Context: an optimization exercise on an open-source flow, tuned for small area and a short achievable clock period. The choices shown serve that exercise and are no tape-out recipe. Only simulation tests tie the RTL to the original design; equivalence was not proved. No activity file was given, so power comes from the tool's default toggle rates.

$ cat flow/design.v
package cpuPkg;
	localparam int instrWidth = 18;  
	localparam int regAddrWidth = 4;  
	localparam int regCount = 16;  
	localparam int opcodeMsb = 17;
	localparam int opcodeLsb = 12;
	localparam int a1Msb = 11;  
	localparam int a1Lsb = 8;
	localparam int a2Msb = 7;  
	localparam int a2Lsb = 4;
	localparam int immMsb = 3;  
	localparam int immLsb = 0;
	typedef logic [instrWidth-1:0] instr_t;
	typedef logic [regAddrWidth-1:0] regAddr_t;
	typedef enum logic [5:0] {
		opNop = 6'h00,
		opAdd = 6'h01,
		opSub = 6'h02,
		opAnd = 6'h03,
		opOr = 6'h04,
		opXor = 6'h05,
		opSlt = 6'h06,
		opAddi = 6'h07,  
		opMult = 6'h08,  
		opMfhi = 6'h09,
		opMflo = 6'h0A
	} opcode_t;
	localparam int selCount = 9;
	localparam int selAdd = 0;
	localparam int selSub = 1;
	localparam int selAnd = 2;
	localparam int selOr = 3;
	localparam int selXor = 4;
	localparam int selSlt = 5;
	localparam int selAddi = 6;
	localparam int selHi = 7;
	localparam int selLo = 8;
endpackage
module registerFile #(
	parameter int dataWidth = 16
) (
	input logic clk,
	input logic rst,
	input cpuPkg::regAddr_t ra1,  
	input cpuPkg::regAddr_t ra2,  
	output logic [dataWidth-1:0] rd1,
	output logic [dataWidth-1:0] rd2,
	input logic we,  
	input cpuPkg::regAddr_t wa,
	input logic [dataWidth-1:0] wd
);
	logic [dataWidth-1:0] regs [cpuPkg::regCount];  
	logic [cpuPkg::regCount-1:0] valid;  
	always_ff @(posedge clk) begin
		if (rst) begin
			valid <= '0;
		end else if (we) begin
			valid[wa] <= 1'b1;
		end
	end
	always_ff @(posedge clk) begin
		if (we) begin
			regs[wa] <= wd;
		end
	end
	logic byp1, byp2;
	logic [cpuPkg::regCount-1:0] sel1, sel2;  
	assign byp1 = we && (wa == ra1);
	assign byp2 = we && (wa == ra2);
	always_comb begin
		for (int i = 0; i < cpuPkg::regCount; i++) begin
			sel1[i] = (ra1 == i) && valid[i];
			sel2[i] = (ra2 == i) && valid[i];
		end
	end
	always_comb begin
		rd1 = '0;
		rd2 = '0;
		for (int i = 0; i < cpuPkg::regCount; i++) begin
			rd1 = rd1 | (regs[i] & {dataWidth{sel1[i]}});
			rd2 = rd2 | (regs[i] & {dataWidth{sel2[i]}});
		end
		if (byp1) rd1 = wd;  
		if (byp2) rd2 = wd;  
	end
endmodule
module aluUnit #(
	parameter int dataWidth = 16
) (
	input logic [dataWidth-1:0] a,
	input logic [dataWidth-1:0] b,
	input logic [cpuPkg::regAddrWidth-1:0] imm,
	input logic [cpuPkg::selCount-1:0] sel,  
	input logic sub,  
	output logic [dataWidth-1:0] y
);
	logic [dataWidth-1:0] opB;  
	logic [dataWidth-1:0] sum;
	logic less;
	always_comb begin
		if (sel[cpuPkg::selAddi]) opB = {{(dataWidth-cpuPkg::regAddrWidth){1'b0}}, imm};
		else if (sub) opB = ~b;
		else opB = b;
	end
	logic [dataWidth:0] sumC;
	assign sumC = {a, sub} + {opB, sub};
	assign sum = sumC[dataWidth:1];
	assign less = (a[dataWidth-1] ^ b[dataWidth-1]) ? a[dataWidth-1] : sum[dataWidth-1];
	always_comb begin
		y = '0;
		if (sel[cpuPkg::selAdd] | sel[cpuPkg::selSub] | sel[cpuPkg::selAddi]) y = y | sum;
		if (sel[cpuPkg::selAnd]) y = y | (a & b);
		if (sel[cpuPkg::selOr]) y = y | (a | b);
		if (sel[cpuPkg::selXor]) y = y | (a ^ b);
		if (sel[cpuPkg::selSlt]) y = y | {{(dataWidth-1){1'b0}}, less};
	end
endmodule
module hiLoUnit #(
	parameter int dataWidth = 16
) (
	input logic clk,
	input logic rst,
	input logic we,  
	input logic [dataWidth-1:0] a,
	input logic [dataWidth-1:0] b,
	output logic [dataWidth-1:0] hi,
	output logic [dataWidth-1:0] lo
);
	logic [2*dataWidth-1:0] x, y, z;
	logic [2*dataWidth-1:0] hlX, hlY, hlZ;
	logic [2*dataWidth-1:0] fs, fc;  
	logic hlValid;  
	logic [2*dataWidth-1:0] product;
	csMult csMult_i (.a(a), .b(b), .x(x), .y(y), .z(z));
	always_ff @(posedge clk) begin
		if (rst) hlValid <= 1'b0;
		else if (we) hlValid <= 1'b1;
	end
	always_ff @(posedge clk) begin
		if (we) begin
			hlX <= x;
			hlY <= y;
			hlZ <= z;
		end
	end
	assign fs = hlX ^ hlY ^ hlZ;
	assign fc = {(hlX[2*dataWidth-2:0] & hlY[2*dataWidth-2:0])
		| (hlX[2*dataWidth-2:0] & hlZ[2*dataWidth-2:0])
		| (hlY[2*dataWidth-2:0] & hlZ[2*dataWidth-2:0]), 1'b0};
	assign product = hlValid ? (fs + fc) : '0;
	assign hi = product[2*dataWidth-1:dataWidth];
	assign lo = product[dataWidth-1:0];
endmodule
module csMult (
	input logic [15:0] a,
	input logic [15:0] b,
	output logic [31:0] x,
	output logic [31:0] y,
	output logic [31:0] z
);
	logic pp [16][16];
	for (genvar i = 0; i < 16; i++) begin : g_pp
		for (genvar j = 0; j < 16; j++) begin : g_ppj
			assign pp[i][j] = b[i] & a[j];
		end
	end
	logic c2, c4, c6, c8, c10, c12, c14, c16, c18, c20, c22, c24, c26, c28, c30, c32, c34, c36, c38, c40;
	logic c42, c44, c46, c48, c50, c52, c54, c56, c58, c60, c62, c64, c66, c68, c70, c72, c74, c76, c78, c80;
	logic c82, c84, c86, c88, c90, c92, c94, c96, c98, c100, c102, c104, c106, c108, c110, c112, c114, c116, c118, c120;
	logic c122, c124, c126, c128, c130, c132, c134, c136, c138, c140, c142, c144, c146, c148, c150, c152, c154, c156, c158, c160;
	logic c162, c164, c166, c168, c170, c172, c174, c176, c178, c180, c182, c184, c186, c188, c190, c192, c194, c196, c198, c200;
	logic c202, c204, c206, c208, c210, c212, c214, c216, c218, c220, c222, c224, c226, c228, c230, c232, c234, c236, c238, c240;
	logic c242, c244, c246, c248, c250, c252, c254, c256, c258, c260, c262, c264, c266, c268, c270, c272, c274, c276, c278, c280;
	logic c282, c284, c286, c288, c290, c292, c294, c296, c298, c300, c302, c304, c306, c308, c310, c312, c314, c316, c318, c320;
	logic c322, c324, c326, c328, c330, c332, c334, c336, c338, c340, c342, c344, c346, c348, c350, c352, c354, c356, c358, c360;
	logic c362, c364, c366, c368, c370, c372, c374, c376, c378, c380, s1, s3, s5, s7, s9, s11, s13, s15, s17, s19;
	logic s21, s23, s25, s27, s29, s31, s33, s35, s37, s39, s41, s43, s45, s47, s49, s51, s53, s55, s57, s59;
	logic s61, s63, s65, s67, s69, s71, s73, s75, s77, s79, s81, s83, s85, s87, s89, s91, s93, s95, s97, s99;
	logic s101, s103, s105, s107, s109, s111, s113, s115, s117, s119, s121, s123, s125, s127, s129, s131, s133, s135, s137, s139;
	logic s141, s143, s145, s147, s149, s151, s153, s155, s157, s159, s161, s163, s165, s167, s169, s171, s173, s175, s177, s179;
	logic s181, s183, s185, s187, s189, s191, s193, s195, s197, s199, s201, s203, s205, s207, s209, s211, s213, s215, s217, s219;
	logic s221, s223, s225, s227, s229, s231, s233, s235, s237, s239, s241, s243, s245, s247, s249, s251, s253, s255, s257, s259;
	logic s261, s263, s265, s267, s269, s271, s273, s275, s277, s279, s281, s283, s285, s287, s289, s291, s293, s295, s297, s299;
	logic s301, s303, s305, s307, s309, s311, s313, s315, s317, s319, s321, s323, s325, s327, s329, s331, s333, s335, s337, s339;
	logic s341, s343, s345, s347, s349, s351, s353, s355, s357, s359, s361, s363, s365, s367, s369, s371, s373, s375, s377, s379;
	assign s1 = pp[0][13] ^ pp[10][3];
	assign c2 = pp[0][13] & pp[10][3];
	assign s3 = pp[0][14] ^ pp[10][4] ^ pp[11][3];
	assign c4 = (pp[0][14] & pp[10][4]) | (pp[0][14] & pp[11][3]) | (pp[10][4] & pp[11][3]);
	assign s5 = pp[12][2] ^ pp[13][1];
	assign c6 = pp[12][2] & pp[13][1];
	assign s7 = pp[0][15] ^ pp[10][5] ^ pp[11][4];
	assign c8 = (pp[0][15] & pp[10][5]) | (pp[0][15] & pp[11][4]) | (pp[10][5] & pp[11][4]);
	assign s9 = pp[12][3] ^ pp[13][2] ^ pp[14][1];
	assign c10 = (pp[12][3] & pp[13][2]) | (pp[12][3] & pp[14][1]) | (pp[13][2] & pp[14][1]);
	assign s11 = pp[15][0] ^ pp[1][14];
	assign c12 = pp[15][0] & pp[1][14];
	assign s13 = pp[10][6] ^ pp[11][5] ^ pp[12][4];
	assign c14 = (pp[10][6] & pp[11][5]) | (pp[10][6] & pp[12][4]) | (pp[11][5] & pp[12][4]);
	assign s15 = pp[13][3] ^ pp[14][2] ^ pp[15][1];
	assign c16 = (pp[13][3] & pp[14][2]) | (pp[13][3] & pp[15][1]) | (pp[14][2] & pp[15][1]);
	assign s17 = pp[1][15] ^ pp[2][14];
	assign c18 = pp[1][15] & pp[2][14];
	assign s19 = pp[10][7] ^ pp[11][6] ^ pp[12][5];
	assign c20 = (pp[10][7] & pp[11][6]) | (pp[10][7] & pp[12][5]) | (pp[11][6] & pp[12][5]);
	assign s21 = pp[13][4] ^ pp[14][3] ^ pp[15][2];
	assign c22 = (pp[13][4] & pp[14][3]) | (pp[13][4] & pp[15][2]) | (pp[14][3] & pp[15][2]);
	assign s23 = pp[10][8] ^ pp[11][7] ^ pp[12][6];
	assign c24 = (pp[10][8] & pp[11][7]) | (pp[10][8] & pp[12][6]) | (pp[11][7] & pp[12][6]);
	assign s25 = pp[0][9] ^ pp[1][8];
	assign c26 = pp[0][9] & pp[1][8];
	assign s27 = pp[0][10] ^ pp[10][0] ^ pp[1][9];
	assign c28 = (pp[0][10] & pp[10][0]) | (pp[0][10] & pp[1][9]) | (pp[10][0] & pp[1][9]);
	assign s29 = pp[2][8] ^ pp[3][7];
	assign c30 = pp[2][8] & pp[3][7];
	assign s31 = pp[0][11] ^ pp[10][1] ^ pp[11][0];
	assign c32 = (pp[0][11] & pp[10][1]) | (pp[0][11] & pp[11][0]) | (pp[10][1] & pp[11][0]);
	assign s33 = pp[1][10] ^ pp[2][9] ^ pp[3][8];
	assign c34 = (pp[1][10] & pp[2][9]) | (pp[1][10] & pp[3][8]) | (pp[2][9] & pp[3][8]);
	assign s35 = pp[4][7] ^ pp[5][6];
	assign c36 = pp[4][7] & pp[5][6];
	assign s37 = pp[0][12] ^ pp[10][2] ^ pp[11][1];
	assign c38 = (pp[0][12] & pp[10][2]) | (pp[0][12] & pp[11][1]) | (pp[10][2] & pp[11][1]);
	assign s39 = pp[12][0] ^ pp[1][11] ^ pp[2][10];
	assign c40 = (pp[12][0] & pp[1][11]) | (pp[12][0] & pp[2][10]) | (pp[1][11] & pp[2][10]);
	assign s41 = pp[3][9] ^ pp[4][8] ^ pp[5][7];
	assign c42 = (pp[3][9] & pp[4][8]) | (pp[3][9] & pp[5][7]) | (pp[4][8] & pp[5][7]);
	assign s43 = pp[6][6] ^ pp[7][5];
	assign c44 = pp[6][6] & pp[7][5];
	assign s45 = pp[11][2] ^ pp[12][1] ^ pp[13][0];
	assign c46 = (pp[11][2] & pp[12][1]) | (pp[11][2] & pp[13][0]) | (pp[12][1] & pp[13][0]);
	assign s47 = pp[1][12] ^ pp[2][11] ^ pp[3][10];
	assign c48 = (pp[1][12] & pp[2][11]) | (pp[1][12] & pp[3][10]) | (pp[2][11] & pp[3][10]);
	assign s49 = pp[4][9] ^ pp[5][8] ^ pp[6][7];
	assign c50 = (pp[4][9] & pp[5][8]) | (pp[4][9] & pp[6][7]) | (pp[5][8] & pp[6][7]);
	assign s51 = pp[7][6] ^ pp[8][5] ^ pp[9][4];
	assign c52 = (pp[7][6] & pp[8][5]) | (pp[7][6] & pp[9][4]) | (pp[8][5] & pp[9][4]);
	assign s53 = pp[14][0] ^ pp[1][13] ^ pp[2][12];
	assign c54 = (pp[14][0] & pp[1][13]) | (pp[14][0] & pp[2][12]) | (pp[1][13] & pp[2][12]);
	assign s55 = pp[3][11] ^ pp[4][10] ^ pp[5][9];
	assign c56 = (pp[3][11] & pp[4][10]) | (pp[3][11] & pp[5][9]) | (pp[4][10] & pp[5][9]);
	assign s57 = pp[6][8] ^ pp[7][7] ^ pp[8][6];
	assign c58 = (pp[6][8] & pp[7][7]) | (pp[6][8] & pp[8][6]) | (pp[7][7] & pp[8][6]);
	assign s59 = pp[9][5] ^ c2 ^ s5;
	assign c60 = (pp[9][5] & c2) | (pp[9][5] & s5) | (c2 & s5);
	assign s61 = pp[2][13] ^ pp[3][12] ^ pp[4][11];
	assign c62 = (pp[2][13] & pp[3][12]) | (pp[2][13] & pp[4][11]) | (pp[3][12] & pp[4][11]);
	assign s63 = pp[5][10] ^ pp[6][9] ^ pp[7][8];
	assign c64 = (pp[5][10] & pp[6][9]) | (pp[5][10] & pp[7][8]) | (pp[6][9] & pp[7][8]);
	assign s65 = pp[8][7] ^ pp[9][6] ^ c6;
	assign c66 = (pp[8][7] & pp[9][6]) | (pp[8][7] & c6) | (pp[9][6] & c6);
	assign s67 = s11 ^ c4 ^ s7;
	assign c68 = (s11 & c4) | (s11 & s7) | (c4 & s7);
	assign s69 = pp[3][13] ^ pp[4][12] ^ pp[5][11];
	assign c70 = (pp[3][13] & pp[4][12]) | (pp[3][13] & pp[5][11]) | (pp[4][12] & pp[5][11]);
	assign s71 = pp[6][10] ^ pp[7][9] ^ pp[8][8];
	assign c72 = (pp[6][10] & pp[7][9]) | (pp[6][10] & pp[8][8]) | (pp[7][9] & pp[8][8]);
	assign s73 = pp[9][7] ^ c12 ^ s17;
	assign c74 = (pp[9][7] & c12) | (pp[9][7] & s17) | (c12 & s17);
	assign s75 = c10 ^ c8 ^ s13;
	assign c76 = (c10 & c8) | (c10 & s13) | (c8 & s13);
	assign s77 = pp[2][15] ^ pp[3][14] ^ pp[4][13];
	assign c78 = (pp[2][15] & pp[3][14]) | (pp[2][15] & pp[4][13]) | (pp[3][14] & pp[4][13]);
	assign s79 = pp[5][12] ^ pp[6][11] ^ pp[7][10];
	assign c80 = (pp[5][12] & pp[6][11]) | (pp[5][12] & pp[7][10]) | (pp[6][11] & pp[7][10]);
	assign s81 = pp[8][9] ^ pp[9][8] ^ c18;
	assign c82 = (pp[8][9] & pp[9][8]) | (pp[8][9] & c18) | (pp[9][8] & c18);
	assign s83 = c14 ^ c16 ^ s19;
	assign c84 = (c14 & c16) | (c14 & s19) | (c16 & s19);
	assign s85 = pp[13][5] ^ pp[14][4] ^ pp[15][3];
	assign c86 = (pp[13][5] & pp[14][4]) | (pp[13][5] & pp[15][3]) | (pp[14][4] & pp[15][3]);
	assign s87 = pp[3][15] ^ pp[4][14] ^ pp[5][13];
	assign c88 = (pp[3][15] & pp[4][14]) | (pp[3][15] & pp[5][13]) | (pp[4][14] & pp[5][13]);
	assign s89 = pp[6][12] ^ pp[7][11] ^ pp[8][10];
	assign c90 = (pp[6][12] & pp[7][11]) | (pp[6][12] & pp[8][10]) | (pp[7][11] & pp[8][10]);
	assign s91 = pp[9][9] ^ c20 ^ c22;
	assign c92 = (pp[9][9] & c20) | (pp[9][9] & c22) | (c20 & c22);
	assign s93 = pp[10][9] ^ pp[11][8] ^ pp[12][7];
	assign c94 = (pp[10][9] & pp[11][8]) | (pp[10][9] & pp[12][7]) | (pp[11][8] & pp[12][7]);
	assign s95 = pp[13][6] ^ pp[14][5] ^ pp[15][4];
	assign c96 = (pp[13][6] & pp[14][5]) | (pp[13][6] & pp[15][4]) | (pp[14][5] & pp[15][4]);
	assign s97 = pp[4][15] ^ pp[5][14] ^ pp[6][13];
	assign c98 = (pp[4][15] & pp[5][14]) | (pp[4][15] & pp[6][13]) | (pp[5][14] & pp[6][13]);
	assign s99 = pp[7][12] ^ pp[8][11] ^ pp[9][10];
	assign c100 = (pp[7][12] & pp[8][11]) | (pp[7][12] & pp[9][10]) | (pp[8][11] & pp[9][10]);
	assign s101 = pp[10][10] ^ pp[11][9] ^ pp[12][8];
	assign c102 = (pp[10][10] & pp[11][9]) | (pp[10][10] & pp[12][8]) | (pp[11][9] & pp[12][8]);
	assign s103 = pp[13][7] ^ pp[14][6] ^ pp[15][5];
	assign c104 = (pp[13][7] & pp[14][6]) | (pp[13][7] & pp[15][5]) | (pp[14][6] & pp[15][5]);
	assign s105 = pp[5][15] ^ pp[6][14] ^ pp[7][13];
	assign c106 = (pp[5][15] & pp[6][14]) | (pp[5][15] & pp[7][13]) | (pp[6][14] & pp[7][13]);
	assign s107 = pp[10][11] ^ pp[11][10] ^ pp[12][9];
	assign c108 = (pp[10][11] & pp[11][10]) | (pp[10][11] & pp[12][9]) | (pp[11][10] & pp[12][9]);
	assign s109 = pp[13][8] ^ pp[14][7] ^ pp[15][6];
	assign c110 = (pp[13][8] & pp[14][7]) | (pp[13][8] & pp[15][6]) | (pp[14][7] & pp[15][6]);
	assign s111 = pp[10][12] ^ pp[11][11] ^ pp[12][10];
	assign c112 = (pp[10][12] & pp[11][11]) | (pp[10][12] & pp[12][10]) | (pp[11][11] & pp[12][10]);
	assign s113 = pp[0][6] ^ pp[1][5];
	assign c114 = pp[0][6] & pp[1][5];
	assign s115 = pp[0][7] ^ pp[1][6] ^ pp[2][5];
	assign c116 = (pp[0][7] & pp[1][6]) | (pp[0][7] & pp[2][5]) | (pp[1][6] & pp[2][5]);
	assign s117 = pp[3][4] ^ pp[4][3];
	assign c118 = pp[3][4] & pp[4][3];
	assign s119 = pp[0][8] ^ pp[1][7] ^ pp[2][6];
	assign c120 = (pp[0][8] & pp[1][7]) | (pp[0][8] & pp[2][6]) | (pp[1][7] & pp[2][6]);
	assign s121 = pp[3][5] ^ pp[4][4] ^ pp[5][3];
	assign c122 = (pp[3][5] & pp[4][4]) | (pp[3][5] & pp[5][3]) | (pp[4][4] & pp[5][3]);
	assign s123 = pp[6][2] ^ pp[7][1];
	assign c124 = pp[6][2] & pp[7][1];
	assign s125 = pp[2][7] ^ pp[3][6] ^ pp[4][5];
	assign c126 = (pp[2][7] & pp[3][6]) | (pp[2][7] & pp[4][5]) | (pp[3][6] & pp[4][5]);
	assign s127 = pp[5][4] ^ pp[6][3] ^ pp[7][2];
	assign c128 = (pp[5][4] & pp[6][3]) | (pp[5][4] & pp[7][2]) | (pp[6][3] & pp[7][2]);
	assign s129 = pp[8][1] ^ pp[9][0] ^ s25;
	assign c130 = (pp[8][1] & pp[9][0]) | (pp[8][1] & s25) | (pp[9][0] & s25);
	assign s131 = pp[4][6] ^ pp[5][5] ^ pp[6][4];
	assign c132 = (pp[4][6] & pp[5][5]) | (pp[4][6] & pp[6][4]) | (pp[5][5] & pp[6][4]);
	assign s133 = pp[7][3] ^ pp[8][2] ^ pp[9][1];
	assign c134 = (pp[7][3] & pp[8][2]) | (pp[7][3] & pp[9][1]) | (pp[8][2] & pp[9][1]);
	assign s135 = c26 ^ s29 ^ s27;
	assign c136 = (c26 & s29) | (c26 & s27) | (s29 & s27);
	assign s137 = pp[6][5] ^ pp[7][4] ^ pp[8][3];
	assign c138 = (pp[6][5] & pp[7][4]) | (pp[6][5] & pp[8][3]) | (pp[7][4] & pp[8][3]);
	assign s139 = pp[9][2] ^ c30 ^ s35;
	assign c140 = (pp[9][2] & c30) | (pp[9][2] & s35) | (c30 & s35);
	assign s141 = c28 ^ s31 ^ s33;
	assign c142 = (c28 & s31) | (c28 & s33) | (s31 & s33);
	assign s143 = pp[8][4] ^ pp[9][3] ^ c36;
	assign c144 = (pp[8][4] & pp[9][3]) | (pp[8][4] & c36) | (pp[9][3] & c36);
	assign s145 = s43 ^ c32 ^ c34;
	assign c146 = (s43 & c32) | (s43 & c34) | (c32 & c34);
	assign s147 = s37 ^ s39 ^ s41;
	assign c148 = (s37 & s39) | (s37 & s41) | (s39 & s41);
	assign s149 = c44 ^ s1 ^ c38;
	assign c150 = (c44 & s1) | (c44 & c38) | (s1 & c38);
	assign s151 = c40 ^ c42 ^ s45;
	assign c152 = (c40 & c42) | (c40 & s45) | (c42 & s45);
	assign s153 = s47 ^ s49 ^ s51;
	assign c154 = (s47 & s49) | (s47 & s51) | (s49 & s51);
	assign s155 = c46 ^ c48 ^ c50;
	assign c156 = (c46 & c48) | (c46 & c50) | (c48 & c50);
	assign s157 = c52 ^ s3 ^ s53;
	assign c158 = (c52 & s3) | (c52 & s53) | (s3 & s53);
	assign s159 = s55 ^ s57 ^ s59;
	assign c160 = (s55 & s57) | (s55 & s59) | (s57 & s59);
	assign s161 = c54 ^ c56 ^ c58;
	assign c162 = (c54 & c56) | (c54 & c58) | (c56 & c58);
	assign s163 = s61 ^ s63 ^ s9;
	assign c164 = (s61 & s63) | (s61 & s9) | (s63 & s9);
	assign s165 = c60 ^ s65 ^ s67;
	assign c166 = (c60 & s65) | (c60 & s67) | (s65 & s67);
	assign s167 = c62 ^ c64 ^ s15;
	assign c168 = (c62 & c64) | (c62 & s15) | (c64 & s15);
	assign s169 = s69 ^ s71 ^ c66;
	assign c170 = (s69 & s71) | (s69 & c66) | (s71 & c66);
	assign s171 = s73 ^ c68 ^ s75;
	assign c172 = (s73 & c68) | (s73 & s75) | (c68 & s75);
	assign s173 = c70 ^ c72 ^ s21;
	assign c174 = (c70 & c72) | (c70 & s21) | (c72 & s21);
	assign s175 = s77 ^ s79 ^ c74;
	assign c176 = (s77 & s79) | (s77 & c74) | (s79 & c74);
	assign s177 = s81 ^ c76 ^ s83;
	assign c178 = (s81 & c76) | (s81 & s83) | (c76 & s83);
	assign s179 = c78 ^ c80 ^ s23;
	assign c180 = (c78 & c80) | (c78 & s23) | (c80 & s23);
	assign s181 = s85 ^ s87 ^ s89;
	assign c182 = (s85 & s87) | (s85 & s89) | (s87 & s89);
	assign s183 = c82 ^ c84 ^ s91;
	assign c184 = (c82 & c84) | (c82 & s91) | (c84 & s91);
	assign s185 = c24 ^ c86 ^ c88;
	assign c186 = (c24 & c86) | (c24 & c88) | (c86 & c88);
	assign s187 = c90 ^ s93 ^ s95;
	assign c188 = (c90 & s93) | (c90 & s95) | (s93 & s95);
	assign s189 = s97 ^ s99 ^ c92;
	assign c190 = (s97 & s99) | (s97 & c92) | (s99 & c92);
	assign s191 = pp[8][12] ^ pp[9][11] ^ c100;
	assign c192 = (pp[8][12] & pp[9][11]) | (pp[8][12] & c100) | (pp[9][11] & c100);
	assign s193 = c94 ^ c96 ^ c98;
	assign c194 = (c94 & c96) | (c94 & c98) | (c96 & c98);
	assign s195 = s101 ^ s103 ^ s105;
	assign c196 = (s101 & s103) | (s101 & s105) | (s103 & s105);
	assign s197 = pp[6][15] ^ pp[7][14] ^ pp[8][13];
	assign c198 = (pp[6][15] & pp[7][14]) | (pp[6][15] & pp[8][13]) | (pp[7][14] & pp[8][13]);
	assign s199 = pp[9][12] ^ c102 ^ c104;
	assign c200 = (pp[9][12] & c102) | (pp[9][12] & c104) | (c102 & c104);
	assign s201 = c106 ^ s107 ^ s109;
	assign c202 = (c106 & s107) | (c106 & s109) | (s107 & s109);
	assign s203 = pp[13][9] ^ pp[14][8] ^ pp[15][7];
	assign c204 = (pp[13][9] & pp[14][8]) | (pp[13][9] & pp[15][7]) | (pp[14][8] & pp[15][7]);
	assign s205 = pp[7][15] ^ pp[8][14] ^ pp[9][13];
	assign c206 = (pp[7][15] & pp[8][14]) | (pp[7][15] & pp[9][13]) | (pp[8][14] & pp[9][13]);
	assign s207 = c108 ^ c110 ^ s111;
	assign c208 = (c108 & c110) | (c108 & s111) | (c110 & s111);
	assign s209 = pp[10][13] ^ pp[11][12] ^ pp[12][11];
	assign c210 = (pp[10][13] & pp[11][12]) | (pp[10][13] & pp[12][11]) | (pp[11][12] & pp[12][11]);
	assign s211 = pp[13][10] ^ pp[14][9] ^ pp[15][8];
	assign c212 = (pp[13][10] & pp[14][9]) | (pp[13][10] & pp[15][8]) | (pp[14][9] & pp[15][8]);
	assign s213 = pp[8][15] ^ pp[9][14] ^ c112;
	assign c214 = (pp[8][15] & pp[9][14]) | (pp[8][15] & c112) | (pp[9][14] & c112);
	assign s215 = pp[10][14] ^ pp[11][13] ^ pp[12][12];
	assign c216 = (pp[10][14] & pp[11][13]) | (pp[10][14] & pp[12][12]) | (pp[11][13] & pp[12][12]);
	assign s217 = pp[13][11] ^ pp[14][10] ^ pp[15][9];
	assign c218 = (pp[13][11] & pp[14][10]) | (pp[13][11] & pp[15][9]) | (pp[14][10] & pp[15][9]);
	assign s219 = pp[10][15] ^ pp[11][14] ^ pp[12][13];
	assign c220 = (pp[10][15] & pp[11][14]) | (pp[10][15] & pp[12][13]) | (pp[11][14] & pp[12][13]);
	assign s221 = pp[0][4] ^ pp[1][3];
	assign c222 = pp[0][4] & pp[1][3];
	assign s223 = pp[0][5] ^ pp[1][4] ^ pp[2][3];
	assign c224 = (pp[0][5] & pp[1][4]) | (pp[0][5] & pp[2][3]) | (pp[1][4] & pp[2][3]);
	assign s225 = pp[3][2] ^ pp[4][1];
	assign c226 = pp[3][2] & pp[4][1];
	assign s227 = pp[2][4] ^ pp[3][3] ^ pp[4][2];
	assign c228 = (pp[2][4] & pp[3][3]) | (pp[2][4] & pp[4][2]) | (pp[3][3] & pp[4][2]);
	assign s229 = pp[5][1] ^ pp[6][0] ^ s113;
	assign c230 = (pp[5][1] & pp[6][0]) | (pp[5][1] & s113) | (pp[6][0] & s113);
	assign s231 = pp[5][2] ^ pp[6][1] ^ pp[7][0];
	assign c232 = (pp[5][2] & pp[6][1]) | (pp[5][2] & pp[7][0]) | (pp[6][1] & pp[7][0]);
	assign s233 = c114 ^ s117 ^ s115;
	assign c234 = (c114 & s117) | (c114 & s115) | (s117 & s115);
	assign s235 = pp[8][0] ^ c118 ^ s123;
	assign c236 = (pp[8][0] & c118) | (pp[8][0] & s123) | (c118 & s123);
	assign s237 = c116 ^ s119 ^ s121;
	assign c238 = (c116 & s119) | (c116 & s121) | (s119 & s121);
	assign s239 = c124 ^ c120 ^ c122;
	assign c240 = (c124 & c120) | (c124 & c122) | (c120 & c122);
	assign s241 = s125 ^ s127 ^ s129;
	assign c242 = (s125 & s127) | (s125 & s129) | (s127 & s129);
	assign s243 = c126 ^ c128 ^ s131;
	assign c244 = (c126 & c128) | (c126 & s131) | (c128 & s131);
	assign s245 = s133 ^ c130 ^ s135;
	assign c246 = (s133 & c130) | (s133 & s135) | (c130 & s135);
	assign s247 = c132 ^ c134 ^ s137;
	assign c248 = (c132 & c134) | (c132 & s137) | (c134 & s137);
	assign s249 = s139 ^ c136 ^ s141;
	assign c250 = (s139 & c136) | (s139 & s141) | (c136 & s141);
	assign s251 = c138 ^ c140 ^ s143;
	assign c252 = (c138 & c140) | (c138 & s143) | (c140 & s143);
	assign s253 = c142 ^ s145 ^ s147;
	assign c254 = (c142 & s145) | (c142 & s147) | (s145 & s147);
	assign s255 = c144 ^ c146 ^ c148;
	assign c256 = (c144 & c146) | (c144 & c148) | (c146 & c148);
	assign s257 = s149 ^ s151 ^ s153;
	assign c258 = (s149 & s151) | (s149 & s153) | (s151 & s153);
	assign s259 = c150 ^ c152 ^ c154;
	assign c260 = (c150 & c152) | (c150 & c154) | (c152 & c154);
	assign s261 = s155 ^ s157 ^ s159;
	assign c262 = (s155 & s157) | (s155 & s159) | (s157 & s159);
	assign s263 = c156 ^ c158 ^ s161;
	assign c264 = (c156 & c158) | (c156 & s161) | (c158 & s161);
	assign s265 = s163 ^ c160 ^ s165;
	assign c266 = (s163 & c160) | (s163 & s165) | (c160 & s165);
	assign s267 = c162 ^ c164 ^ s167;
	assign c268 = (c162 & c164) | (c162 & s167) | (c164 & s167);
	assign s269 = s169 ^ c166 ^ s171;
	assign c270 = (s169 & c166) | (s169 & s171) | (c166 & s171);
	assign s271 = c168 ^ s173 ^ c170;
	assign c272 = (c168 & s173) | (c168 & c170) | (s173 & c170);
	assign s273 = s175 ^ c172 ^ s177;
	assign c274 = (s175 & c172) | (s175 & s177) | (c172 & s177);
	assign s275 = c174 ^ s179 ^ s181;
	assign c276 = (c174 & s179) | (c174 & s181) | (s179 & s181);
	assign s277 = c176 ^ c178 ^ s183;
	assign c278 = (c176 & c178) | (c176 & s183) | (c178 & s183);
	assign s279 = c180 ^ c182 ^ s185;
	assign c280 = (c180 & c182) | (c180 & s185) | (c182 & s185);
	assign s281 = s187 ^ c184 ^ s189;
	assign c282 = (s187 & c184) | (s187 & s189) | (c184 & s189);
	assign s283 = c186 ^ c188 ^ s191;
	assign c284 = (c186 & c188) | (c186 & s191) | (c188 & s191);
	assign s285 = s193 ^ s195 ^ c190;
	assign c286 = (s193 & s195) | (s193 & c190) | (s195 & c190);
	assign s287 = s197 ^ c192 ^ c194;
	assign c288 = (s197 & c192) | (s197 & c194) | (c192 & c194);
	assign s289 = c196 ^ s199 ^ s201;
	assign c290 = (c196 & s199) | (c196 & s201) | (s199 & s201);
	assign s291 = c198 ^ s203 ^ s205;
	assign c292 = (c198 & s203) | (c198 & s205) | (s203 & s205);
	assign s293 = c200 ^ c202 ^ s207;
	assign c294 = (c200 & c202) | (c200 & s207) | (c202 & s207);
	assign s295 = c204 ^ c206 ^ s209;
	assign c296 = (c204 & c206) | (c204 & s209) | (c206 & s209);
	assign s297 = s211 ^ c208 ^ s213;
	assign c298 = (s211 & c208) | (s211 & s213) | (c208 & s213);
	assign s299 = pp[9][15] ^ c210 ^ c212;
	assign c300 = (pp[9][15] & c210) | (pp[9][15] & c212) | (c210 & c212);
	assign s301 = s215 ^ s217 ^ c214;
	assign c302 = (s215 & s217) | (s215 & c214) | (s217 & c214);
	assign s303 = pp[13][12] ^ pp[14][11] ^ pp[15][10];
	assign c304 = (pp[13][12] & pp[14][11]) | (pp[13][12] & pp[15][10]) | (pp[14][11] & pp[15][10]);
	assign s305 = c216 ^ c218 ^ s219;
	assign c306 = (c216 & c218) | (c216 & s219) | (c218 & s219);
	assign s307 = pp[11][15] ^ pp[12][14] ^ pp[13][13];
	assign c308 = (pp[11][15] & pp[12][14]) | (pp[11][15] & pp[13][13]) | (pp[12][14] & pp[13][13]);
	assign s309 = pp[14][12] ^ pp[15][11] ^ c220;
	assign c310 = (pp[14][12] & pp[15][11]) | (pp[14][12] & c220) | (pp[15][11] & c220);
	assign s311 = pp[12][15] ^ pp[13][14] ^ pp[14][13];
	assign c312 = (pp[12][15] & pp[13][14]) | (pp[12][15] & pp[14][13]) | (pp[13][14] & pp[14][13]);
	assign s313 = pp[0][3] ^ pp[1][2];
	assign c314 = pp[0][3] & pp[1][2];
	assign s315 = pp[2][2] ^ pp[3][1] ^ pp[4][0];
	assign c316 = (pp[2][2] & pp[3][1]) | (pp[2][2] & pp[4][0]) | (pp[3][1] & pp[4][0]);
	assign s317 = pp[5][0] ^ c222 ^ s225;
	assign c318 = (pp[5][0] & c222) | (pp[5][0] & s225) | (c222 & s225);
	assign s319 = c226 ^ c224 ^ s227;
	assign c320 = (c226 & c224) | (c226 & s227) | (c224 & s227);
	assign s321 = c228 ^ s231 ^ c230;
	assign c322 = (c228 & s231) | (c228 & c230) | (s231 & c230);
	assign s323 = c232 ^ s235 ^ c234;
	assign c324 = (c232 & s235) | (c232 & c234) | (s235 & c234);
	assign s325 = c236 ^ c238 ^ s239;
	assign c326 = (c236 & c238) | (c236 & s239) | (c238 & s239);
	assign s327 = c240 ^ s243 ^ c242;
	assign c328 = (c240 & s243) | (c240 & c242) | (s243 & c242);
	assign s329 = c244 ^ s247 ^ c246;
	assign c330 = (c244 & s247) | (c244 & c246) | (s247 & c246);
	assign s331 = c248 ^ s251 ^ c250;
	assign c332 = (c248 & s251) | (c248 & c250) | (s251 & c250);
	assign s333 = c252 ^ c254 ^ s255;
	assign c334 = (c252 & c254) | (c252 & s255) | (c254 & s255);
	assign s335 = c256 ^ c258 ^ s259;
	assign c336 = (c256 & c258) | (c256 & s259) | (c258 & s259);
	assign s337 = c260 ^ s263 ^ c262;
	assign c338 = (c260 & s263) | (c260 & c262) | (s263 & c262);
	assign s339 = c264 ^ s267 ^ c266;
	assign c340 = (c264 & s267) | (c264 & c266) | (s267 & c266);
	assign s341 = c268 ^ s271 ^ c270;
	assign c342 = (c268 & s271) | (c268 & c270) | (s271 & c270);
	assign s343 = s275 ^ c272 ^ c274;
	assign c344 = (s275 & c272) | (s275 & c274) | (c272 & c274);
	assign s345 = c276 ^ s279 ^ c278;
	assign c346 = (c276 & s279) | (c276 & c278) | (s279 & c278);
	assign s347 = c280 ^ s283 ^ c282;
	assign c348 = (c280 & s283) | (c280 & c282) | (s283 & c282);
	assign s349 = c284 ^ s287 ^ s289;
	assign c350 = (c284 & s287) | (c284 & s289) | (s287 & s289);
	assign s351 = s291 ^ c288 ^ c290;
	assign c352 = (s291 & c288) | (s291 & c290) | (c288 & c290);
	assign s353 = c292 ^ s295 ^ c294;
	assign c354 = (c292 & s295) | (c292 & c294) | (s295 & c294);
	assign s355 = c296 ^ s299 ^ c298;
	assign c356 = (c296 & s299) | (c296 & c298) | (s299 & c298);
	assign s357 = s303 ^ c300 ^ s305;
	assign c358 = (s303 & c300) | (s303 & s305) | (c300 & s305);
	assign s359 = c304 ^ s307 ^ c306;
	assign c360 = (c304 & s307) | (c304 & c306) | (s307 & c306);
	assign s361 = pp[15][12] ^ c308 ^ s311;
	assign c362 = (pp[15][12] & c308) | (pp[15][12] & s311) | (c308 & s311);
	assign s363 = pp[13][15] ^ pp[14][14] ^ pp[15][13];
	assign c364 = (pp[13][15] & pp[14][14]) | (pp[13][15] & pp[15][13]) | (pp[14][14] & pp[15][13]);
	assign s365 = s293 ^ c350 ^ s351;
	assign c366 = (s293 & c350) | (s293 & s351) | (c350 & s351);
	assign s367 = s297 ^ c352 ^ s353;
	assign c368 = (s297 & c352) | (s297 & s353) | (c352 & s353);
	assign s369 = s301 ^ c354 ^ s355;
	assign c370 = (s301 & c354) | (s301 & s355) | (c354 & s355);
	assign s371 = c302 ^ s357 ^ c356;
	assign c372 = (c302 & s357) | (c302 & c356) | (s357 & c356);
	assign s373 = s309 ^ c358 ^ s359;
	assign c374 = (s309 & c358) | (s309 & s359) | (c358 & s359);
	assign s375 = c310 ^ s361 ^ c360;
	assign c376 = (c310 & s361) | (c310 & c360) | (s361 & c360);
	assign s377 = c312 ^ s363 ^ c362;
	assign c378 = (c312 & s363) | (c312 & c362) | (s363 & c362);
	assign s379 = pp[14][15] ^ pp[15][14] ^ c364;
	assign c380 = (pp[14][15] & pp[15][14]) | (pp[14][15] & c364) | (pp[15][14] & c364);
	assign x = {1'b0, pp[15][15], s379, s377, c374, s373, c370, c368, c366, s365, c286, s285, s281, s277, s273, s269, c336, s261, s257, s253, s249, c326, s241, s237, c320, c318, c316, c314, pp[2][1], pp[0][2], pp[0][1], pp[0][0]};
	assign y = {1'b0, c380, c378, c376, s375, c372, s371, s369, s367, 1'b0, s349, c346, c344, c342, c340, c338, s265, c334, c332, c330, c328, s245, c324, c322, s233, s229, s223, s221, pp[3][0], pp[1][1], pp[1][0], 1'b0};
	assign z = {1'b0, 1'b0, 1'b0, 1'b0, 1'b0, 1'b0, 1'b0, 1'b0, 1'b0, 1'b0, c348, s347, s345, s343, s341, s339, s337, s335, s333, s331, s329, s327, s325, s323, s321, s319, s317, s315, s313, pp[2][0], 1'b0, 1'b0};
endmodule
module decodeStage #(
	parameter int dataWidth = 16
) (
	input logic clk,
	input logic rst,
	input logic instrValid,  
	input cpuPkg::instr_t instr,
	input logic wbValid,  
	input cpuPkg::regAddr_t wbAddr,
	input logic [dataWidth-1:0] wbData,
	input logic [dataWidth-1:0] exResult,  
	output logic [dataWidth-1:0] exRd1,
	output logic [dataWidth-1:0] exRd2,
	output logic [cpuPkg::regAddrWidth-1:0] exImm,
	output cpuPkg::regAddr_t exWriteAddr,
	output logic exWriteEn,
	output logic exMult,  
	output logic [cpuPkg::selCount-1:0] exSel,  
	output logic exSub  
);
	logic [5:0] opcode;
	cpuPkg::regAddr_t a1F, a2F, immF;  
	logic [dataWidth-1:0] rd1, rd2;
	logic [cpuPkg::selCount-1:0] sel;
	logic dstIsA2;
	assign opcode = instr[cpuPkg::opcodeMsb:cpuPkg::opcodeLsb];
	assign a1F = instr[cpuPkg::a1Msb:cpuPkg::a1Lsb];
	assign a2F = instr[cpuPkg::a2Msb:cpuPkg::a2Lsb];
	assign immF = instr[cpuPkg::immMsb:cpuPkg::immLsb];
	registerFile #(.dataWidth(dataWidth)) registerFile_i (
		.clk(clk), .rst(rst),
		.ra1(a1F), .ra2(a2F), .rd1(rd1), .rd2(rd2),
		.we(wbValid), .wa(wbAddr), .wd(wbData)
	);
	always_comb begin
		sel = '0;
		case (opcode)
			cpuPkg::opAdd: sel[cpuPkg::selAdd] = 1'b1;
			cpuPkg::opSub: sel[cpuPkg::selSub] = 1'b1;
			cpuPkg::opAnd: sel[cpuPkg::selAnd] = 1'b1;
			cpuPkg::opOr: sel[cpuPkg::selOr] = 1'b1;
			cpuPkg::opXor: sel[cpuPkg::selXor] = 1'b1;
			cpuPkg::opSlt: sel[cpuPkg::selSlt] = 1'b1;
			cpuPkg::opAddi: sel[cpuPkg::selAddi] = 1'b1;
			cpuPkg::opMfhi: sel[cpuPkg::selHi] = 1'b1;
			cpuPkg::opMflo: sel[cpuPkg::selLo] = 1'b1;
			default: ;  
		endcase
	end
	assign dstIsA2 = (opcode == cpuPkg::opAddi);  
	always_ff @(posedge clk) begin
		if (rst) begin
			exWriteEn <= 1'b0;
			exMult <= 1'b0;
		end else begin
			exWriteEn <= instrValid & (|sel);  
			exMult <= instrValid & (opcode == cpuPkg::opMult);
		end
	end
	always_ff @(posedge clk) begin
		exRd1 <= (exWriteEn && (exWriteAddr == a1F)) ? exResult : rd1;
		exRd2 <= (exWriteEn && (exWriteAddr == a2F)) ? exResult : rd2;
		exImm <= immF;
		exWriteAddr <= dstIsA2 ? a2F : immF;
		exSel <= sel;
		exSub <= sel[cpuPkg::selSub] | sel[cpuPkg::selSlt];
	end
endmodule
module executeStage #(
	parameter int dataWidth = 16
) (
	input logic clk,
	input logic rst,
	input logic [dataWidth-1:0] exRd1,  
	input logic [dataWidth-1:0] exRd2,
	input logic [cpuPkg::regAddrWidth-1:0] exImm,
	input cpuPkg::regAddr_t exWriteAddr,
	input logic exWriteEn,
	input logic exMult,
	input logic [cpuPkg::selCount-1:0] exSel,
	input logic exSub,
	output logic wbValid,  
	output cpuPkg::regAddr_t wbAddr,
	output logic [dataWidth-1:0] wbData,
	output logic [dataWidth-1:0] exResult  
);
	logic [dataWidth-1:0] srcA, srcB;
	logic [dataWidth-1:0] aluY;
	logic [dataWidth-1:0] hi, lo;
	logic [dataWidth-1:0] result;
	assign srcA = exRd1;
	assign srcB = exRd2;
	aluUnit #(.dataWidth(dataWidth)) aluUnit_i (
		.a(srcA),
		.b(srcB),
		.imm(exImm),
		.sel(exSel),
		.sub(exSub),
		.y(aluY)
	);
	hiLoUnit #(.dataWidth(dataWidth)) hiLoUnit_i (
		.clk(clk),
		.rst(rst),
		.we(exMult),
		.a(srcA),
		.b(srcB),
		.hi(hi),
		.lo(lo)
	);
	assign result = aluY
		| (hi & {dataWidth{exSel[cpuPkg::selHi]}})
		| (lo & {dataWidth{exSel[cpuPkg::selLo]}});
	assign exResult = result;
	always_ff @(posedge clk) begin
		if (rst) begin
			wbValid <= 1'b0;
		end else begin
			wbValid <= exWriteEn;  
		end
	end
	always_ff @(posedge clk) begin
		wbAddr <= exWriteAddr;
		wbData <= result;
	end
endmodule
module cpuPipeline #(
	parameter int dataWidth = 16
) (
	input logic clk,
	input logic rst,
	input logic instrValid,
	input cpuPkg::instr_t instr,
	output logic wbValid,
	output cpuPkg::regAddr_t wbAddr,
	output logic [dataWidth-1:0] wbData
);
	logic [dataWidth-1:0] exRd1, exRd2;
	logic [dataWidth-1:0] exResult;
	logic [cpuPkg::regAddrWidth-1:0] exImm;
	cpuPkg::regAddr_t exWriteAddr;
	logic exWriteEn;
	logic exMult;
	logic [cpuPkg::selCount-1:0] exSel;
	logic exSub;
	decodeStage #(.dataWidth(dataWidth)) decodeStage_i (
		.clk(clk), .rst(rst), .instrValid(instrValid), .instr(instr),
		.wbValid(wbValid), .wbAddr(wbAddr), .wbData(wbData),
		.exRd1(exRd1), .exRd2(exRd2), .exResult(exResult),
		.exImm(exImm), .exWriteAddr(exWriteAddr), .exWriteEn(exWriteEn),
		.exMult(exMult), .exSel(exSel), .exSub(exSub)
	);
	executeStage #(.dataWidth(dataWidth)) executeStage_i (
		.clk(clk), .rst(rst),
		.exRd1(exRd1), .exRd2(exRd2),
		.exImm(exImm), .exWriteAddr(exWriteAddr), .exWriteEn(exWriteEn),
		.exMult(exMult), .exSel(exSel), .exSub(exSub),
		.wbValid(wbValid), .wbAddr(wbAddr), .wbData(wbData),
		.exResult(exResult)
	);
endmodule
$ cat flow/run.sh
#!/bin/bash
# synth_recipe.tcl (not shown) runs the flow's synth.tcl, then flattens the netlist and writes it again
# the make line also repeats each setting of config.mk as NAME=value (left out here)
make -C /OpenROAD-flow-scripts/flow DESIGN_CONFIG=/design/flow/config.mk WORK_HOME=/design/flow/orfs CLKGATE_MAP_FILE= SYNTH_SCRIPT=/design/flow/synth_recipe.tcl finish
$ cat flow/config.mk
export PLATFORM = sky130hd
export DESIGN_NAME = cpuPipeline
export DESIGN_NICKNAME = cpuPipeline
export VERILOG_FILES = /design/flow/design.v
export SDC_FILE = /design/flow/constraint.sdc
export NUM_CORES = 4
export LEC_CHECK = 0
export CAP_MARGIN = 20
export CORE_MARGIN = 2
export CORE_UTILIZATION = 40
export SETUP_SLACK_MARGIN = 3.8
export SLEW_MARGIN = 20
$ cat flow/constraint.sdc
create_clock -name core_clock -period 7.5 [get_ports {clk}]
set_input_delay 1.5000 -clock core_clock [delete_from_list [all_inputs] [get_ports {clk}]]
set_output_delay 1.5000 -clock core_clock [all_outputs]
set_load 0.01 [all_outputs]
==> results.py, run 1 <==
metrics = {
    "floorplan": {
        "fp.dieH_microns": 261,
        "initial_utilization": 0.403,
        "rows": 94,
        "die_area_sq_um": 68100,
        "core_sq_um": 65500,
        "ios": 42,
        "die_w_microns": 261,
    },
    "drt": {
        "vias_per_cell": 6.18,
        "avgRoutedWirePerCell_microns": 27.7,
        "drc": 0,
        "drt_iter0_drc": 2858,
        "num_vias": 20500,
        "drt-total-wl_mm": 91.9,
        "dr.pass1.iters": 8,
        "ant_nets": 0,
    },
    "timing": {
        "max_slew_margin": 0.157,
        "layout_min_cycle_time_ns": 3.72,
        "max_freq_mhz": 269,
        "layout_setup_ws_ns": 3.78,
        "rsz0062_at_grt": "yes",
        "fin_skew_ns": 0.0291,
        "hold_viol": 0,
        "setup_tns_ns": 0,
        "setup_viol": 0,
        "min_period_over_period": 0.496,
        "tightestPinTransition_ns": 1.26,
        "slew_violations": 0,
    },
    "clocking": {
        "cts.path.max_buffers": 3,
        "cts_tree": "done",
        "clk_latency_ns": 0.62,
        "htree_levels": 2,
        "cts_made_buffers": 46,
        "cts_sinks": 426,
        "cts_root_buf": "clkbuf_16",
        "clkTransAtPathRegs_ns": 0.06,
    },
    "logic_synthesis": {
        "synth_adder_area_share": 0.199,
        "ys_seq_area_frac": 0.450,
        "yosys.area_share.simple": 0.114,
        "synthesis.nets": 2676,
        "async_flop_share": 0,
        "synth_edf_count": 336,
        "yosysUniqueCellTypes": 88,
        "avgSynthCellArea_sq_um": 11.2,
        "synth_top_family_by_area": "adder cells",
        "netlist_area_sq_um": 26400,
        "synth_compound_area_frac": 0.151,
        "ys_ff_latch": 426,
        "synth-xor-area-share": 0.0186,
        "syn_inst": 2354,
        "synth.area.mux_share": 0.0125,
        "synth_top_flop_cell": "edfxtp_1",
        "yosys_warnings": 7,
    },
    "power_and_ir_drop": {
        "power.switching_mw": 1.09,
        "p_per_area_nw_per_um2": 166,
        "comb_power_share": 0.021,
        "switching_share": 0.219,
        "clkPwrFrac": 0.471,
        "p_seq_frac": 0.509,
        "leakage_nw": 10.8,
        "p_int_mw": 3.89,
        "p_total_mw": 4.98,
        "peakVddDrop_mv": 0.175,
    },
    "setup_path": {
        "cp_data_arrival_time_ns": 4.07,
        "critPathKind": "flip-flop to flip-flop",
        "r2r-start": "decodeStage_i.exRd2[7]",
        "crit_fanout": 10,
        "ff2ff_path_depth": 9,
        "start_kind": "flip-flop",
        "end_kind": "flip-flop",
        "reg2reg_to": "executeStage_i.hiLoUnit_i.hlX[22]",
        "r2r_slack_ns": 3.78,
        "cp.required_ns": 7.85,
    },
    "min_path": {
        "min_path_type": "flip-flop to flip-flop",
        "hold_depth": 0,
        "min_from": "decodeStage_i.exWriteAddr[2]",
        "min_to": "executeStage_i.wbAddr[2]",
    },
    "grt": {
        "grtUsageTotal": 0.271,
        "grt-ovfl-total": 0,
        "grt_pass1_wl_mm": 136,
        "grt_antenna_before_repair": 1,
        "grt_pass1_vias": 21000,
        "grt_max_degree": 82,
    },
    "flow_run": {
        "maxCapViolCount": 0,
    },
    "layout": {
        "final_nets": 2736,
        "layout.cells.most_common": "edfxtp_1",
        "area_growth_pct": 13.7,
        "final_layout_size_suffix_gt1_frac": 0.129,
        "final_cell_mix": "edfxtp_1 (336), nor2_1 (283), inv_1 (222)",
        "utilization": 0.458,
        "n_antenna_cell": 0,
    },
    "placement": {
        "dp_hpwl_mm": 61.2,
        "portBuffers": 41,
        "gp_congestion": 0.978,
        "post-place-ws_ns": 2.85,
    },
    "run_status": {
        "outcome": "finished clean",
    },
}
==> synth_stat cells (9+ instances only) <==
master / number / area [sq um]
ha_1: 103 / 1290
nand2_1: 140 / 526
a22o_1: 85 / 744
dfxtp_1: 90 / 1800
nor2_1: 283 / 1060
and3_1: 24 / 150
a211oi_1: 10 / 75.1
o21ai_0: 53 / 265
a22oi_1: 84 / 631
edfxtp_1: 336 / 10100
and2_1: 25 / 156
and4_1: 12 / 105
mux2_2: 15 / 169
clkbuf_1: 99 / 372
xor2_1: 20 / 175
a21o_1: 10 / 75.1
nand3_1: 31 / 155
a31oi_1: 13 / 81.3
xnor2_1: 36 / 315
o211ai_1: 13 / 97.6
mux2i_1: 16 / 160
fa_1: 198 / 3960
inv_2: 9 / 33.8
inv_1: 240 / 901
a21oi_1: 91 / 455
a221oi_1: 89 / 780
o21a_1: 15 / 113
nor3_1: 17 / 85.1
nand4_1: 23 / 144
buf_2: 19 / 95.1
==> how the worst max path moves through the flow <==
| stage | start | to | slack (ns) | cells past startpoint |
|---|---|---|---|---|
| 2_1_floorplan | decodeStage_i.exRd2[14] | executeStage_i.hiLoUnit_i.hlX[22] | 4.00 | 11 |
| 3_3_place_gp | instr[10] | decodeStage_i.exRd1[2] | 2.81 | 9 |
| 3_5_place_dp | instr[10] | decodeStage_i.exRd1[13] | 2.85 | 9 |
| 4_1_cts | decodeStage_i.exRd2[8] | executeStage_i.hiLoUnit_i.hlX[22] | 3.70 | 9 |
| 5_1_grt | decodeStage_i.exRd2[7] | executeStage_i.hiLoUnit_i.hlX[22] | 3.74 | 9 |
| 6_report | decodeStage_i.exRd2[7] | executeStage_i.hiLoUnit_i.hlX[22] | 3.78 | 9 |
==> final cells by class <==
class | instances | area [sq um]
multi-input combinational | 1550 | 13300
sequential | 426 | 11900
tap | 864 | 1080
clock inverter | 26 | 285
clock buffer | 60 | 1280
timing repair buffer | 139 | 1170
fill | 5933 | 35500
inverter | 251 | 1010
==> state kept, by name, summed over array words and instances, names as in the netlist, 4 cells and up <==
name and count:
decodeStage_i.registerFile_i.regs 256, executeStage_i.hiLoUnit_i.hlX 31, executeStage_i.hiLoUnit_i.hlY 29, executeStage_i.hiLoUnit_i.hlZ 20
decodeStage_i.exRd1 16, decodeStage_i.exRd2 16, decodeStage_i.registerFile_i.valid 16, executeStage_i.wbData 16
decodeStage_i.exSel 9, decodeStage_i.exImm 4, decodeStage_i.exWriteAddr 4, executeStage_i.wbAddr 4
==> kinds of logic (layout without fill, tap and decap cells) <==
family	count (synthesis)	after routing
xor+xnor	56	56
fa+ha+maj	301	301
mux	31	31
simple gates	630	630
buf+inv	378	476
compound gates	532	532
flops	426	426
==> layer usage <==
layer	vias to the layer above	GRT usage	wire [microns]
met5	-	0	0
met4	0	0.136	5580
met3	417	0.0672	9770
met2	1391	0.439	41900
met1	10100	0.337	34600
li1	8575	-	-
==> power groups by stage <==
stage / Clock [mW] / Sequential [mW] / Combinational, mW
final: 2.34 / 2.53 / 0.102
after global placement: 0 / 2.59 / 0.0962
after detailed placement: 0 / 2.59 / 0.0976
after floorplan: 0 / 2.58 / 0.0605
after CTS: 2.38 / 2.54 / 0.0991
after global routing: 2.47 / 2.53 / 0.110
==> per-stage QoR <==
| stage | hold slack [ns] | area, sq um | std cells |
|---|---|---|---|
| 6_report | 0.399 | 30000 | 3316 |
| 5_1_grt | 0.413 | 30000 | 3316 |
| 4_1_cts | 0.399 | 29800 | 3299 |
| 3_5_place_dp | 0.390 | 27800 | 3177 |
| 3_3_place_gp | 0.401 | 27800 | 3177 |
| 2_1_floorplan | 0.373 | 26400 | 2354 |
==> worst max-delay path, cell delays in order, from the launching register on <==
cell and delay [ns]:
dfxtp_1 0.81, inv_2 0.33, nor2_1 0.24, fa_1 0.20
inv_1 0.05, fa_1 0.48, fa_1 0.42, fa_1 0.43
inv_1 0.08, fa_1 0.41
==> timing repair <==
item	CTS	global route
resized for setup	49	49
setup endpoints to repair	48	54
buffers inserted	36	16
hold buffers	0	0
pin swaps	0	1
==> run 2, diff against run 1 <==
--- a/flow/config.mk
+++ b/flow/config.mk
@@ -9,4 +9,4 @@
 export CORE_MARGIN = 2
 export CORE_UTILIZATION = 40
-export SETUP_SLACK_MARGIN = 3.8
+export SETUP_SLACK_MARGIN = 4.2
 export SLEW_MARGIN = 20
==> results.py, run 2 <==
metrics = {
    "run_status": {
        "outcome": "finished clean",
    },
    "grt": {
        "grtUsageTotal": 0.278,
        "grt_pass1_vias": 21400,
        "grt-ovfl-total": 0,
        "grt_antenna_before_repair": 1,
        "grt_pass1_wl_mm": 139,
        "grt_max_degree": 82,
    },
    "placement": {
        "portBuffers": 41,
        "dp_hpwl_mm": 61.0,
        "dp.cells": 3183,
        "dpl-instance-area_sq_um": 27900,
        "gp_congestion": 0.974,
        "post-place-ws_ns": 2.81,
    },
    "timing": {
        "hold_viol": 0,
        "tightestPinTransition_ns": 1.08,
        "max_freq_mhz": 294,
        "slew_violations": 0,
        "setup_tns_ns": 0,
        "layout_min_cycle_time_ns": 3.40,
        "max_slew_margin": 0.277,
        "fin_skew_ns": 0.0162,
        "min_period_over_period": 0.454,
        "setup_viol": 0,
        "timing.hold.ws_ns": 0.391,
        "rsz0062_at_grt": "yes",
        "layout_setup_ws_ns": 4.10,
    },
    "logic_synthesis": {
        "yosysUniqueCellTypes": 88,
        "syn_inst": 2354,
        "synth_top_flop_cell": "edfxtp_1",
        "synth_area_leaders": "edfxtp_1 (38%), fa_1 (15%), dfxtp_1 (6.8%)",
        "avgSynthCellArea_sq_um": 11.2,
        "netlist_top_cells_count": "edfxtp_1 (336), nor2_1 (283), inv_1 (240)",
        "yosysMostFrequentCell": "edfxtp_1",
        "synthesis.nets": 2676,
        "synth_top_area_share": 0.382,
        "ys_ff_latch": 426,
        "yosys_warnings": 7,
        "yosys.area.top_type": "edfxtp_1",
        "async_flop_share": 0,
        "ys_seq_area_frac": 0.450,
        "synth_edf_count": 336,
        "netlist_area_sq_um": 26400,
    },
    "power_and_ir_drop": {
        "p_total_mw": 5.02,
        "leakage_nw": 11.2,
        "p_per_area_nw_per_um2": 159,
        "peakVddDrop_mv": 0.206,
    },
    "layout": {
        "regMostFlops": "decodeStage_i.registerFile_i.regs",
        "design_area_sq_um": 31600,
        "final_nets": 2814,
        "largest_reg_flops": 256,
        "finalNonFillerCells": 3396,
        "fillers": 5768,
        "layout.cells.most_common": "edfxtp_1",
        "area_growth_pct": 19.5,
        "top_regs": "decodeStage_i.registerFile_i.regs: 256 flops, executeStage_i.hiLoUnit_i.hlX: 31 flops, executeStage_i.hiLoUnit_i.hlY: 29 flops",
        "final_layout_size_suffix_gt1_frac": 0.214,
        "utilization": 0.482,
        "final_cell_mix": "edfxtp_1 (336), nor2_1 (259), inv_1 (209)",
    },
    "floorplan": {
        "ios": 42,
        "initial_utilization": 0.403,
        "die_w_microns": 261,
        "core_sq_um": 65500,
        "die_area_sq_um": 68100,
        "fp.dieH_microns": 261,
        "rows": 94,
    },
    "setup_path": {
        "start_kind": "flip-flop",
        "crit_fanout": 6,
        "cpPeakStageDelay_ns": 0.49,
        "critPathKind": "flip-flop to flip-flop",
        "cpMostUsedCell": "fa_1",
        "critical-path-slowest-cell": "fa_1",
        "cp.required_ns": 7.84,
        "end_kind": "flip-flop",
        "cp_data_arrival_time_ns": 3.74,
        "crit_chain": "clkinvlp_4 -> nor2_4 -> fa_1 -> fa_1 -> inv_1 -> fa_2 -> fa_1 -> inv_1 -> fa_2",
    },
    "clocking": {
        "cts.path.max_buffers": 3,
        "cts_made_buffers": 45,
        "clk_latency_ns": 0.60,
        "cts_sinks": 426,
        "htree_levels": 2,
        "cts_tree": "done",
        "cts_root_buf": "clkbuf_16",
        "clkTransAtPathRegs_ns": 0.06,
    },
    "drt": {
        "highest_layer": "met4",
        "drt-total-wl_mm": 94.5,
        "met1_length_mm": 34.8,
        "dr.pass1.iters": 8,
        "wl_met2_mm": 42.5,
        "vias_per_cell": 6.21,
        "drt_iter0_drc": 2814,
        "wl_met3_mm": 11.0,
        "ant_nets": 0,
        "num_vias": 21100,
        "avgRoutedWirePerCell_microns": 27.8,
        "drc": 0,
    },
    "min_path": {
        "min_path_type": "flip-flop to flip-flop",
    },
    "flow_run": {
        "maxCapViolCount": 0,
    },
}
==> run 2: cell counts after synthesis <==
Identical to the previous run, type by type.
==> run 2: routing by layer <==
layer,track usage,vias up
met4,0.147,0
met2,0.440,1483
li1,-,8726
met5,0,-
met3,0.0688,449
met1,0.351,10400
==> run 2: kinds of logic (layout without fill, tap and decap cells) <==
| family | after synthesis | count (layout) | share of synthesized area |
|---|---|---|---|
| DFF | 426 | 426 | 0.450 |
| xor gates and xnor gates | 56 | 56 | 0.0186 |
| muxes | 31 | 31 | 0.0125 |
| buffers and inverters | 378 | 553 | 0.0548 |
| AOI/OAI and AO/OA | 532 | 532 | 0.151 |
| and+or+nand+nor | 630 | 630 | 0.114 |
| other | 0 | 3 | 0 |
| adders and majority gates | 301 | 301 | 0.199 |
==> run 2: worst max-delay path: cells and delay by family (launching register included) <==
family        cells  cell delay, ns
simple gates      1            0.20
flops             1            0.41
fa+ha+maj         5            2.11
buf+inv           3            0.42
==> run 2: final cells by class <==
cell class	instances	area, sq um	share of cell area
clock buffer	53	1190	0.0376
inverter	251	1040	0.0331
clock inverter	31	403	0.0128
antenna	3	7.51	0.000238
sequential	426	12000	0.381
timing repair buffer	218	1880	0.0597
multi-input combinational	1550	13900	0.441
tap	864	1080	0.0343
==> run 2: path summary, 6_finish.rpt <==
path                                 from                                 to  slack (ns)  cells past startpoint
min reg2reg  decodeStage_i.exWriteAddr[1]           executeStage_i.wbAddr[1]        0.39                      0
max reg2reg        decodeStage_i.exRd1[6]  executeStage_i.hiLoUnit_i.hlX[22]        4.10                      9
min          decodeStage_i.exWriteAddr[1]           executeStage_i.wbAddr[1]        0.39                      0
max                decodeStage_i.exRd1[6]  executeStage_i.hiLoUnit_i.hlX[22]        4.10                      9
==> run 2: repair_timing <==
item,4_1_cts,5_1_grt
setup buffers,101,25
resized for setup,240,114
pin swaps,35,68
hold buffers,0,0
endpoints found under the hold margin,0,0
setup endpoints to repair,99,66
==> run 2: power by group <==
group          total, mW  switching [mW]  internal, mW
registers           2.52          0.0125          2.51
clock network       2.39           0.994          1.39
logic              0.115          0.0699        0.0452

-- what the ideal ports hide --
No port has a modelled driver above. Below, the same layouts with a new extraction and two added sets of constraints. Step 1: set_driving_cell puts a clkbuf_16 on clk and a buf_2 on each other input, an assumption about the parent block. Step 2 adds t to the input delays and takes it off the output delays; t is the mean of the earliest and latest rising clock arrival at the registers after step 1. Input paths then give back, and output paths get back, about the clock's delay inside the block. Slacks: ideal ports / drivers / drivers and shift; pairs: ideal ports / drivers.
run | t (ns) | setup slack, ns | hold slack, ns | worst setup path after step 2 | worst slew at a driven data input, ns
run 1 | 0.671 | 3.781 / 3.781 / 3.158 | 0.399 / 0.399 / 0.399 | input to register | 0.04
run 2 | 0.653 | 4.097 / 4.097 / 3.585 | 0.391 / 0.391 / 0.391 | input to register | 0.04
After both steps every run listed still meets setup and hold. The setup slack of run 1, which loses most, moves by 0.000 ns with the drivers and by -0.623 ns with both steps.
